What follows belongs to an exercise in optimizing a design on an open flow for small area and a short achievable clock period; a production flow would make more cautious choices. Only simulation tests tie the RTL to the original design; equivalence was not proved. Power is estimated from default activity; no workload was simulated.

## run G
Design fetch_unit, start of the top module:
module fetch_unit #(
    parameter int DEPTH = 32
) (
    input  logic        clk,
    input  logic        rst,
    input  logic        stall,
    input  logic        mem_stall,
    input  logic        resolve_branch,
    input  logic        resolve_taken,
    input  logic        resolve_mispredict,
    input  logic [31:0] resolve_branch_pc,
    input  logic [31:0] resolve_dest,
    output logic [31:0] fetch_pc,
    output logic [31:0] fetch_npc,
    output logic [31:0] fetch_instr
);
==> module target_buffer, before the edit <==
module target_buffer #(
    parameter int DEPTH = 32
) (
    input  logic                   clk,
    input  logic                   rst,
    input  logic [DEPTH-1:0]       target_we,
    input  fetch_pkg::word_t       target_data,
    output logic [DEPTH-1:0]       valid,
    input  logic [DEPTH-1:0]       any_sel,
    input  logic [DEPTH-1:0]       rd_sel,
    output logic [1:0][31:0]       rd_half_n
);
    localparam int HALF = DEPTH / 2;
    logic [DEPTH-1:0][31:0] next_addr;
    logic [DEPTH-1:0][31:0] rd_term;
    always_ff @(posedge clk) begin
        for (int i = 0; i < DEPTH; i++) begin
            if (target_we[i]) begin
                next_addr[i] <= target_data;
            end
        end
    end
    always_ff @(posedge clk or posedge rst) begin
        if (rst) begin
            valid <= '0;
        end else begin
            valid <= valid | target_we;
        end
    end
    for (genvar i = 0; i < DEPTH; i++) begin : g_entry
        for (genvar b = 0; b < 32; b++) begin : g_bit
            if (((i + 1) >> b) & 1) begin : g_one
                assign rd_term[i][b] = any_sel[i] && (next_addr[i][b] || !valid[i]);
            end else begin : g_zero
                assign rd_term[i][b] = rd_sel[i] && next_addr[i][b];
            end
        end
    end
    always_comb begin
        for (int h = 0; h < 2; h++) begin
            rd_half_n[h] = '1;
            for (int i = 0; i < HALF; i++) begin
                rd_half_n[h] = rd_half_n[h] & ~rd_term[h * HALF + i];
            end
        end
    end
endmodule
==> module predictor_table, before the edit <==
module predictor_table #(
    parameter int DEPTH = 32
) (
    input  logic                     clk,
    input  logic                     rst,
    input  logic                     step_en,
    input  logic                     taken,
    input  logic [$clog2(DEPTH)-1:0] upd_idx,
    output logic [DEPTH-1:0]         target_we
);
    logic [DEPTH-1:0] dir;
    logic [DEPTH-1:0] sat;
    logic [DEPTH-1:0] hit;
    logic [DEPTH-1:0] cross_t;
    logic [DEPTH-1:0] cross_n;
    logic [3:0]       dec_lo;
    logic [7:0]       dec_hi;
    index_predecode u_dec (
        .idx (upd_idx),
        .en  (step_en),
        .lo  (dec_lo),
        .hi  (dec_hi)
    );
    always_comb begin
        for (int i = 0; i < DEPTH; i++) begin
            hit[i]     = dec_lo[i % 4] && dec_hi[i / 4];
            cross_t[i] = !sat[i] && !dir[i];
            cross_n[i] = !sat[i] && dir[i];
            target_we[i] = hit[i] && (taken ? cross_t[i] : cross_n[i]);
        end
    end
    always_ff @(posedge clk or posedge rst) begin
        if (rst) begin
            dir <= '0;
            sat <= '0;
        end else begin
            for (int i = 0; i < DEPTH; i++) begin
                dir[i] <= dir[i] ^ target_we[i];
                if (hit[i]) begin
                    sat[i] <= (dir[i] == taken);
                end
            end
        end
    end
endmodule
==> module fetch_unit, before the edit <==
module fetch_unit #(
    parameter int DEPTH = 32
) (
    input  logic        clk,
    input  logic        rst,
    input  logic        stall,
    input  logic        mem_stall,
    input  logic        resolve_branch,
    input  logic        resolve_taken,
    input  logic        resolve_mispredict,
    input  logic [31:0] resolve_branch_pc,
    input  logic [31:0] resolve_dest,
    output logic [31:0] fetch_pc,
    output logic [31:0] fetch_npc,
    output logic [31:0] fetch_instr
);
    localparam int IDX_W = $clog2(DEPTH);
    logic [3:0]       rom_lo;
    logic [7:0]       rom_hi;
    fetch_pkg::word_t instr_word;
    logic [DEPTH-1:0] rd_sel;
    logic [DEPTH-1:0] any_sel;
    logic [DEPTH-1:0] valid;
    logic [1:0][31:0] rd_half_n;
    logic [DEPTH-1:0] target_we;
    fetch_sequencer #(
        .DEPTH (DEPTH)
    ) u_seq (
        .clk          (clk),
        .rst          (rst),
        .stall        (stall),
        .mem_stall    (mem_stall),
        .mispredict   (resolve_mispredict),
        .dest         (resolve_dest),
        .rom_lo       (rom_lo),
        .rom_hi       (rom_hi),
        .instr_word   (instr_word),
        .valid        (valid),
        .any_sel      (any_sel),
        .rd_sel       (rd_sel),
        .rd_half_n    (rd_half_n),
        .fetch_pc     (fetch_pc),
        .fetch_npc    (fetch_npc),
        .fetch_instr  (fetch_instr)
    );
    instruction_rom #(
        .DEPTH (DEPTH)
    ) u_rom (
        .sel_lo     (rom_lo),
        .sel_hi     (rom_hi),
        .instr_word (instr_word)
    );
    target_buffer #(
        .DEPTH (DEPTH)
    ) u_tgt (
        .clk          (clk),
        .rst          (rst),
        .target_we    (target_we),
        .target_data  (resolve_dest),
        .valid        (valid),
        .any_sel      (any_sel),
        .rd_sel       (rd_sel),
        .rd_half_n    (rd_half_n)
    );
    predictor_table #(
        .DEPTH (DEPTH)
    ) u_pred (
        .clk        (clk),
        .rst        (rst),
        .step_en    (resolve_branch && !mem_stall),
        .taken      (resolve_taken),
        .upd_idx    (resolve_branch_pc[IDX_W-1:0]),
        .target_we  (target_we)
    );
endmodule
Settings: LEC_CHECK=0, CAP_MARGIN=20, CORE_MARGIN=2, CORE_UTILIZATION=60, SETUP_SLACK_MARGIN=2.9, SLEW_MARGIN=20, SYNTH_HIERARCHICAL=1, SYNTH_MINIMUM_KEEP_SIZE=0, TNS_END_PERCENT=5; clock period 5.0 ns.
standard.sh (not shown) runs the stock make flow with config.mk's settings and CLKGATE_MAP_FILE= SYNTH_SCRIPT=/design/flow/synth_recipe.tcl, a recipe that flattens the netlist after the stock synthesis.
==> flow/flow/run.sh <==
#!/bin/bash
# The standard layout (the standard.sh, standard synthesis unchanged) with
# two changes made through ORFS's own environment hooks:
#  - port buffers are buf_2 cells rather than the slow delay cells that
#    buffer_ports picks by default;
#  - clock tree: larger sink clusters and no dummy loads.
# ORFS's per-step logs go to orfs/logs/; make's whole output to standard.log.
set -euo pipefail
export BUFFER_PORTS_ARGS="-buffer_cell sky130_fd_sc_hd__buf_2"
export CTS_ARGS="-sink_clustering_enable -repair_clock_nets -dont_use_dummy_load -sink_clustering_size 24 -sink_clustering_max_diameter 80"
bash standard.sh > standard.log 2>&1
Here is what was changed in the inputs of run E compared with run G.
--- a/flow/design.v
+++ b/flow/design.v
@@ -44,25 +44,32 @@
     parameter int DEPTH = 32
 ) (
     input  logic                   clk,
     input  logic                   rst,
     input  logic [DEPTH-1:0]       target_we,
+    input  logic [DEPTH-1:0]       target_keep,
     input  fetch_pkg::word_t       target_data,
     output logic [DEPTH-1:0]       valid,
     input  logic [DEPTH-1:0]       any_sel,
     input  logic [DEPTH-1:0]       rd_sel,
     output logic [1:0][31:0]       rd_half_n
 );
     localparam int HALF = DEPTH / 2;
     logic [DEPTH-1:0][31:0] next_addr;
+    logic [DEPTH-1:0][31:0] next_addr_nxt;
     logic [DEPTH-1:0][31:0] rd_term;
+    table_rewrite #(
+        .DEPTH (DEPTH)
+    ) u_rewrite (
+        .target_we   (target_we),
+        .target_keep (target_keep),
+        .target_data (target_data),
+        .cur         (next_addr),
+        .nxt         (next_addr_nxt)
+    );
     always_ff @(posedge clk) begin
-        for (int i = 0; i < DEPTH; i++) begin
-            if (target_we[i]) begin
-                next_addr[i] <= target_data;
-            end
-        end
+        next_addr <= next_addr_nxt;
     end
     always_ff @(posedge clk or posedge rst) begin
         if (rst) begin
             valid <= '0;
         end else begin
@@ -85,20 +92,36 @@
                 rd_half_n[h] = rd_half_n[h] & ~rd_term[h * HALF + i];
             end
         end
     end
 endmodule
+module table_rewrite #(
+    parameter int DEPTH = 32
+) (
+    input  logic [DEPTH-1:0]       target_we,
+    input  logic [DEPTH-1:0]       target_keep,
+    input  fetch_pkg::word_t       target_data,
+    input  logic [DEPTH-1:0][31:0] cur,
+    output logic [DEPTH-1:0][31:0] nxt
+);
+    always_comb begin
+        for (int i = 0; i < DEPTH; i++) begin
+            nxt[i] = (target_data & {32{target_we[i]}}) | (cur[i] & {32{target_keep[i]}});
+        end
+    end
+endmodule
 `timescale 1ns/1ns
 module predictor_table #(
     parameter int DEPTH = 32
 ) (
     input  logic                     clk,
     input  logic                     rst,
     input  logic                     step_en,
     input  logic                     taken,
     input  logic [$clog2(DEPTH)-1:0] upd_idx,
-    output logic [DEPTH-1:0]         target_we
+    output logic [DEPTH-1:0]         target_we,
+    output logic [DEPTH-1:0]         target_keep
 );
     logic [DEPTH-1:0] dir;
     logic [DEPTH-1:0] sat;
     logic [DEPTH-1:0] hit;
     logic [DEPTH-1:0] cross_t;
@@ -115,10 +138,11 @@
         for (int i = 0; i < DEPTH; i++) begin
             hit[i]     = dec_lo[i % 4] && dec_hi[i / 4];
             cross_t[i] = !sat[i] && !dir[i];
             cross_n[i] = !sat[i] && dir[i];
             target_we[i] = hit[i] && (taken ? cross_t[i] : cross_n[i]);
+            target_keep[i] = !target_we[i];
         end
     end
     always_ff @(posedge clk or posedge rst) begin
         if (rst) begin
             dir <= '0;
@@ -256,10 +280,11 @@
     logic [DEPTH-1:0] rd_sel;
     logic [DEPTH-1:0] any_sel;
     logic [DEPTH-1:0] valid;
     logic [1:0][31:0] rd_half_n;
     logic [DEPTH-1:0] target_we;
+    logic [DEPTH-1:0] target_keep;
     fetch_sequencer #(
         .DEPTH (DEPTH)
     ) u_seq (
         .clk          (clk),
         .rst          (rst),
@@ -289,10 +314,11 @@
         .DEPTH (DEPTH)
     ) u_tgt (
         .clk          (clk),
         .rst          (rst),
         .target_we    (target_we),
+        .target_keep  (target_keep),
         .target_data  (resolve_dest),
         .valid        (valid),
         .any_sel      (any_sel),
         .rd_sel       (rd_sel),
         .rd_half_n    (rd_half_n)
@@ -303,8 +329,9 @@
         .clk        (clk),
         .rst        (rst),
         .step_en    (resolve_branch && !mem_stall),
         .taken      (resolve_taken),
         .upd_idx    (resolve_branch_pc[IDX_W-1:0]),
-        .target_we  (target_we)
+        .target_we  (target_we),
+        .target_keep(target_keep)
     );
 endmodule
Notes after the runs:
No run among run G and run E stopped early or left any final violation; all are clean.
Worst ir drop on vdd: run E > run G
In the reports for run G and run E, the larger final standard cell area without fillers belongs to run G.
Looking at routed length on met2, run E sits about 30% higher than run G does.
Run G ended up with met1 as its most crowded layer after global routing; run E ended up with met2.
Comparing run E with run G, the worst hold slack came out essentially unchanged.
Run E vs run G — number of nets in the finished design climbed by more than a quarter
Measured against each other, run G and run E differ in final cell count without fillers, the lower figure coming from run G.
Re final worst-path cycle share: run E is 0.99 points up on run G.
Against run G as the reference, run E delivers a higher clock power share.
Going from run G to run E, antenna diode instance count grows by 7.
Comparing the two runs side by side, run E comes out behind run G on clock period minus final worst setup slack.

re-timing with driven ports:
How much do the figures lean on ideal ports? The routed layouts below were timed once more, with nothing changed but the port constraints. Step 1 assumes that a clkbuf_16 drives the clock port and a buf_2 every other input. Step 2 also shifts input and output timing later by t, the mid clock arrival at the registers, as if the neighbouring blocks saw the same clock. Slacks: no drivers / after step 1 / after step 2; pairs: no drivers / after step 1.
run	t (ns)	setup WS [ns]	worst slew at a driven data input, ns	pins driven straight from the clock port
run G	0.718	2.321 / 2.248 / 1.530	0.15	1
run E	0.746	2.271 / 2.219 / 1.473	0.14	1
After both steps setup and hold are still met in every run listed. For run E, which loses most, drivers alone change the setup slack by -0.052 ns; drivers and shift together by -0.798 ns.
